This is an optimization exercise on Yosys and OpenROAD, whose aim is small area, a short achievable clock period and few clock cycles per item, not a production implementation.

==> inputs of 04-21 <==
==> flow/design.v (excerpt) <==
module aes_mmo_hash_core
(
  input  logic        clk,
  input  logic        rst,
  input  logic        in_valid,
  output logic        in_stall,
  input  logic [7:0]  data_byte,
  input  logic [63:0] msg_bits,
  output logic        out_valid,
  input  logic        out_stall,
  output logic        status,
  output logic [63:0] digest_high,
  output logic [63:0] digest_low
);
  logic [63:0]  len;         
  logic [60:0]  rem;         
  logic         in_msg;      
  logic [127:0] ibuf;        
  logic [7:0]   lastb;       
  logic [4:0]   cnt;         
  logic         pre_pend;    
  logic         fin_pend;    
  logic         tail_pend;   
  logic         zero_pend;   
  logic [127:0] st;          
  logic [127:0] rk;
  logic [127:0] blk;
  logic [3:0]   rnd;         
  logic         cur_pre;     
  logic         cur_last;    
  logic         take;
  logic         first;
  logic         len_zero;
  logic         last0;
  logic         is_last;
  logic [7:0]   pad_byte;
  logic [15:0]  pad_wide;
  logic [15:0]  wsel;        
  logic         can_start;
  logic         busy;
  logic         last;
  logic         slot;
  logic         data_rdy;
  logic         do_pre;
  logic         do_data;
  logic         do_fin;
  logic         do_tail;
  logic         do_zero;
  logic         do_blk;
  logic         done_msg;
  logic [127:0] blk_in;
  logic [63:0]  pre_blk;
  logic [63:0]  lenp;
  logic         lenp_16;
  logic         lenp_32;
  logic         need_two_c;
  logic         need_two;    
  logic         tl16;        
  logic         tl32;        
  logic         sat;         
  logic         rem_hi0;
  logic [127:0] tail_blk;
  logic [4:0]   nb;
  logic         pad_en;
  logic         part;        
  logic         tail_en;
  logic [127:0] sb;
  ...
export LEC_CHECK = 0
export CAP_MARGIN = 20
export CORE_MARGIN = 2
export CORE_UTILIZATION = 40
export PLACE_DENSITY = 0.6
export SETUP_SLACK_MARGIN = 2.2
export SLEW_MARGIN = 20
create_clock -name core_clock -period 8.0 [get_ports {clk}]
standard.sh (not shown) runs the stock make flow with config.mk's settings and CLKGATE_MAP_FILE= SYNTH_SCRIPT=/design/flow/synth_recipe.tcl, a recipe that flattens the netlist after the stock synthesis.
==> flow/flow/run.sh <==
#!/bin/bash
# Own layout flow: the standard flow (standard.sh), except that the ABC
# technology mapping inside synthesis uses flow/synth.abc (an area-oriented
# mapping followed by buffering and gate sizing) in place of ORFS's speed
# script. Everything before that step, including the register names and
# cells, is the standard synthesis (synth_recipe.tcl).
set -euo pipefail
W=$(pwd)
mkdir -p "$W/mysynth"
sed "s#^  log_cmd abc {\*}\$abc_args#  set abc_args [lreplace \$abc_args 1 1 $W/flow/synth.abc]\n  log_cmd abc {*}\$abc_args#" \
  "$FLOW_HOME/scripts/synth.tcl" > "$W/mysynth/synth_mod.tcl"
grep -q "flow/synth.abc" "$W/mysynth/synth_mod.tcl"
sed "s#^source \$::env(SCRIPTS_DIR)/synth.tcl#source $W/mysynth/synth_mod.tcl#" "$W/synth_recipe.tcl" > "$W/mysynth/synth.tcl"
grep -q "synth_mod" "$W/mysynth/synth.tcl"
sed "s#SYNTH_SCRIPT=[^ ]*#SYNTH_SCRIPT=$W/mysynth/synth.tcl#" "$W/standard.sh" > "$W/mysynth/standard_synth.sh"
grep -q "mysynth/synth.tcl" "$W/mysynth/standard_synth.sh"
bash "$W/mysynth/standard_synth.sh" synth > "$W/synth_make.log" 2>&1
bash "$W/standard.sh" > "$W/layout_make.log" 2>&1
==> flow/flow/synth.abc <==
strash
dc2
&get -n
&dch -f
&nf
&put
buffer -c
topo
stime -c
upsize -c
dnsize -c
==> 07-01 (differences from 04-21) <==
--- a/flow/design.v
+++ b/flow/design.v
@@ -214,36 +214,36 @@
   output logic        status,
   output logic [63:0] digest_high,
   output logic [63:0] digest_low
 );
   logic [63:0]  len;         
   logic [60:0]  rem;         
   logic         in_msg;      
   logic [127:0] ibuf;        
-  logic [7:0]   lastb;       
   logic [4:0]   cnt;         
   logic         pre_pend;    
   logic         fin_pend;    
   logic         tail_pend;   
   logic         zero_pend;   
   logic [127:0] st;          
   logic [127:0] rk;
   logic [127:0] blk;
   logic [3:0]   rnd;         
   logic         cur_pre;     
   logic         cur_last;    
   logic         take;
   logic         first;
   logic         len_zero;
   logic         last0;
+  logic [2:0]   b_in;
   logic         is_last;
   logic [7:0]   pad_byte;
-  logic [15:0]  pad_wide;
-  logic [15:0]  wsel;        
+  logic [7:0]   wdata;
+  logic [3:0]   wpos;
   logic         can_start;
   logic         busy;
   logic         last;
   logic         slot;
   logic         data_rdy;
   logic         do_pre;
   logic         do_data;
   logic         do_fin;
@@ -255,22 +255,20 @@
   logic [63:0]  pre_blk;
   logic [63:0]  lenp;
   logic         lenp_16;
   logic         lenp_32;
   logic         need_two_c;
   logic         need_two;    
   logic         tl16;        
   logic         tl32;        
-  logic         sat;         
-  logic         rem_hi0;
+  logic         sat;
   logic [127:0] tail_blk;
   logic [4:0]   nb;
   logic         pad_en;
-  logic         part;        
   logic         tail_en;
   logic [127:0] sb;
   logic [127:0] sr;
   logic [31:0]  ksb;
   logic [127:0] knext;
   logic [127:0] ff;
   logic [127:0] hout;
   logic [127:0] sx;
@@ -305,52 +303,47 @@
   assign data_rdy = (cnt == 5'd16) && !(fin_pend && (len[2:0] != 3'd0));
   assign do_pre   = (!busy || last) && pre_pend;
   assign do_data  = slot && !out_valid && !pre_pend && data_rdy;
   assign do_fin   = slot && !out_valid && !pre_pend && !data_rdy && fin_pend;
   assign do_tail  = slot && !out_valid && !pre_pend && !fin_pend && tail_pend;
   assign do_zero  = !busy && !out_valid && zero_pend;
   assign do_blk   = do_data || do_fin || do_tail;
   assign done_msg = last && cur_last;
-  assign part     = (len[2:0] != 3'd0);
-  assign nb       = do_data ? 5'd16 : (do_fin ? cnt - 5'(part) : 5'd0);
-  assign pad_en   = do_fin;
-  assign tail_en  = (do_fin && !need_two) || do_tail;
-  assign pad_wide = {lastb, 8'h00} >> len[2:0];
-  assign pad_byte = pad_wide[7:0] | (8'h80 >> len[2:0]);
+  assign nb      = do_data ? 5'd16 : (do_fin ? cnt : 5'd0);
+  assign pad_en  = do_fin && (len[2:0] == 3'd0);
+  assign tail_en = (do_fin && !need_two) || do_tail;
   always_comb begin
     for (int j = 0; j < 16; j++) begin
       blk_in[127 - 8 * j -: 8] =
           ((5'(j) < nb) ? ibuf[127 - 8 * j -: 8] : 8'h00)
-        | ((pad_en && (5'(j) == nb)) ? pad_byte : 8'h00)
+        | ((pad_en && (5'(j) == nb)) ? 8'h80 : 8'h00)
         | (tail_en ? tail_blk[127 - 8 * j -: 8] : 8'h00);
     end
   end
   assign pre_blk = amh_pkg::byte_swap(len);
   assign sx = st ^ rk;
   for (genvar i = 0; i < 16; i++) begin : g_sb
     amh_sbox u_sb (.a(sx[127 - 8 * i -: 8]), .y(sb[127 - 8 * i -: 8]));
   end
   assign sr = amh_pkg::shift_rows(sb);
   amh_sbox u_ksb0 (.a(rk[23:16]), .y(ksb[31:24]));
   amh_sbox u_ksb1 (.a(rk[15:8]),  .y(ksb[23:16]));
   amh_sbox u_ksb2 (.a(rk[7:0]),   .y(ksb[15:8]));
   amh_sbox u_ksb3 (.a(rk[31:24]), .y(ksb[7:0]));
   always_comb begin
-    logic [31:0]  t;
-    logic [127:0] e;
+    logic [31:0] t;
     t = ksb ^ {amh_pkg::rcon(rnd), 24'd0};
-    e[127:96] = rk[127:96];
-    e[95:64]  = e[127:96] ^ rk[95:64];
-    e[63:32]  = e[95:64] ^ rk[63:32];
-    e[31:0]   = e[63:32] ^ rk[31:0];
-    knext = e ^ {4{t}};
-    hout  = (sr ^ {4{t}}) ^ (e ^ ff);
+    knext[127:96] = rk[127:96] ^ t;
+    knext[95:64]  = (rk[127:96] ^ rk[95:64]) ^ t;
+    knext[63:32]  = (rk[127:96] ^ rk[95:64] ^ rk[63:32]) ^ t;
+    knext[31:0]   = (rk[127:96] ^ rk[95:64] ^ rk[63:32] ^ rk[31:0]) ^ t;
   end
-  assign ff = cur_pre ? {pre_blk, 64'd0} : blk;
+  assign ff   = cur_pre ? {pre_blk, 64'd0} : blk;
+  assign hout = sr ^ knext ^ ff;
   always_ff @(posedge clk) begin
     if (do_pre) begin
       st <= {pre_blk, 64'd0};
     end else if (do_blk) begin
       st <= blk_in;
     end else begin
       st <= amh_pkg::mix_columns(sr);
     end
@@ -381,29 +374,27 @@
       rnd <= 4'd1;
     end else if (last) begin
       rnd <= 4'd0;
     end else if (busy) begin
       rnd <= rnd + 4'd1;
     end
   end
   assign can_start = (!fin_pend || (do_fin && !need_two)) && (!tail_pend || do_tail) && !zero_pend;
-  assign in_stall  = in_msg ? (cnt[4] && !(slot && !out_valid && !pre_pend)) : !can_start;
+  assign in_stall  = in_msg ? ((cnt == 5'd16) && !do_data) : !can_start;
   assign take      = in_valid && !in_stall;
   assign first     = !in_msg;
   assign len_zero = (msg_bits == 64'd0);
   assign last0    = (msg_bits[63:4] == 60'd0) && (msg_bits[3] ? (msg_bits[2:0] == 3'd0) : (msg_bits[2:0] != 3'd0));
-  assign rem_hi0  = (rem[60:2] == 59'd0);
-  assign is_last  = first ? last0
-                  : rem_hi0 && (rem[1:0] == (((len[2:0] != 3'd0) && !sat) ? 2'd1 : 2'd2));
-  always_comb begin
-    for (int j = 0; j < 16; j++) begin
-      wsel[j] = in_msg ? (cnt[3:0] == 4'(j)) : (j == 0);
-    end
-  end
+  assign sat      = (len[63:3] == '1);
+  assign b_in     = first ? msg_bits[2:0] : len[2:0];
+  assign is_last  = first ? last0 : (rem == ((len[2:0] != 3'd0) && !sat ? 61'd1 : 61'd2));
+  assign pad_byte = ({data_byte, 8'h00} >> b_in) | (8'h80 >> b_in);
+  assign wdata    = (is_last && (b_in != 3'd0)) ? pad_byte : data_byte;
+  assign wpos     = (do_data || do_fin) ? 4'd0 : cnt[3:0];
   always_ff @(posedge clk) begin
     if (rst) begin
       in_msg    <= 1'b0;
       cnt       <= 5'd0;
       pre_pend  <= 1'b0;
       fin_pend  <= 1'b0;
       tail_pend <= 1'b0;
       zero_pend <= 1'b0;
@@ -435,23 +426,21 @@
       end
     end
   end
   always_ff @(posedge clk) begin
     if (take) begin
       if (first) begin
         len <= msg_bits;
         rem <= msg_bits[63:3];
-        sat <= (msg_bits[63:3] == '1);
       end else begin
         rem <= rem - 61'd1;
       end
     end
-    if (take) begin
-      lastb <= data_byte;
-    end
-    for (int j = 0; j < 16; j++) begin
-      if (take && wsel[j]) ibuf[127 - 8 * j -: 8] <= data_byte;
+    if (take && !(first && len_zero)) begin
+      for (int j = 0; j < 16; j++) begin
+        if (wpos == 4'(j)) ibuf[127 - 8 * j -: 8] <= wdata;
+      end
     end
   end
   assign digest_high = blk[127:64];
   assign digest_low  = blk[63:0];
 endmodule
==> flow/flow/run.sh (replaced) <==
#!/bin/bash
# Own layout flow: the standard flow (standard.sh), except for the ABC
# technology mapping inside synthesis. The S-box module amh_sbox is kept as
# its own module through ABC, mapped with flow/sbox.abc, and the rest of the
# design is mapped with flow/top.abc; the design is then flattened as in
# synth_recipe.tcl. Registers are untouched by ABC, so their names and cells
# are those of the standard synthesis.
set -euo pipefail
W=$(pwd)
mkdir -p "$W/mysynth"
sed "s#^  log_cmd abc {\*}\$abc_args#  set abc_sb [lreplace \$abc_args 1 1 $W/flow/sbox.abc]\n  set abc_top [lreplace \$abc_args 1 1 $W/flow/top.abc]\n  log_cmd abc {*}\$abc_sb amh_sbox\n  log_cmd abc {*}\$abc_top \$::env(DESIGN_NAME)#" \
  "$FLOW_HOME/scripts/synth.tcl" > "$W/mysynth/synth_mod.tcl"
grep -q "abc_sb amh_sbox" "$W/mysynth/synth_mod.tcl"
sed "s#^source \$::env(SCRIPTS_DIR)/synth.tcl#source $W/mysynth/synth_mod.tcl#" "$W/synth_recipe.tcl" > "$W/mysynth/synth.tcl"
grep -q "synth_mod" "$W/mysynth/synth.tcl"
sed "s#SYNTH_SCRIPT=[^ ]*#SYNTH_SCRIPT=$W/mysynth/synth.tcl SYNTH_KEEP_MODULES=amh_sbox#" "$W/standard.sh" > "$W/mysynth/standard_synth.sh"
grep -q "mysynth/synth.tcl" "$W/mysynth/standard_synth.sh"
bash "$W/mysynth/standard_synth.sh" synth > "$W/synth_make.log" 2>&1
bash "$W/standard.sh" > "$W/layout_make.log" 2>&1
==> flow/flow/sbox.abc (new file) <==
strash
dc2
&get -n
&dch -f
&nf
&put
buffer -c
topo
stime -c
upsize -c
dnsize -c
==> flow/flow/top.abc (new file) <==
strash
dc2
&get -n
&dch -f
&nf
&put
- SETUP_SLACK_MARGIN: 2.2 -> 2.0
removed: flow/flow/synth.abc
==> run summary <==
	07-01	04-21
Launch instance of the worst min-delay path	ibuf[98]	zero_pend
Run status	no timing/DRC/antenna violations	no timing/DRC/antenna violations
Diode count	2	7
Reg2reg start	rk[21]	rk[83]
Post-Route Utilization	49.4%	53.3%
Launching element of the worst setup path	rk[21]	rk[83]
Mean Syn Cell Area	9.80 sq um	9.48 sq um
Inverters	131	72
Sequential portion of the cell area	22.9%	22.2%
Yosys top cell by area	sky130_fd_sc_hd__edfxtp_1	sky130_fd_sc_hd__xnor2_1
Flip-flop and latch count after synthesis	658	666
Floorplan die area	155000 sq um	152000 sq um
Initial antenna violation count	5	15
Met1 Track Usage GR	40.6%	41.1%
Reg-to-reg critical path endpoint	rk[30]	st[114]
Sequential standard cell area	17200 sq um	17500 sq um
Initial standard-cell utilization of the core	40.2%	40.3%
Measured slew at the worst slew-check pin	1.13 ns	1.42 ns
Area fraction in and, or, nand and nor cells after synthesis	10.7%	11.4%
Multi-input logic cell count	5201	5310
No functional check of the RTL was part of any run of this note.

## re-timing with driven ports
How much do the figures lean on ideal ports? The routed layouts below were timed once more, with nothing changed but the port constraints. Step 1 sets driving cells, clkbuf_16 on the clock port and buf_2 on the other inputs (assumed; they add their load-dependent delay and slew). Step 2, shift: input delay + t, output delay - t, t = (earliest + latest rising clock arrival at the registers) / 2. This alone moves slack from input paths to output paths. a / b / c = ideal ports / drivers / drivers and shift; a / b = the first two.
run | t, ns | slack for setup (ns) | latest minus earliest clock arrival (ns) | worst data-port slew with drivers (ns)
04-21 | 0.752 | 2.130 / 2.130 / 2.130 | 0.037 / 0.037 | 0.07
07-01 | 0.754 | 2.083 / 2.024 / 2.083 | 0.047 / 0.047 | 0.05
After both steps setup and hold are still met in every run listed.
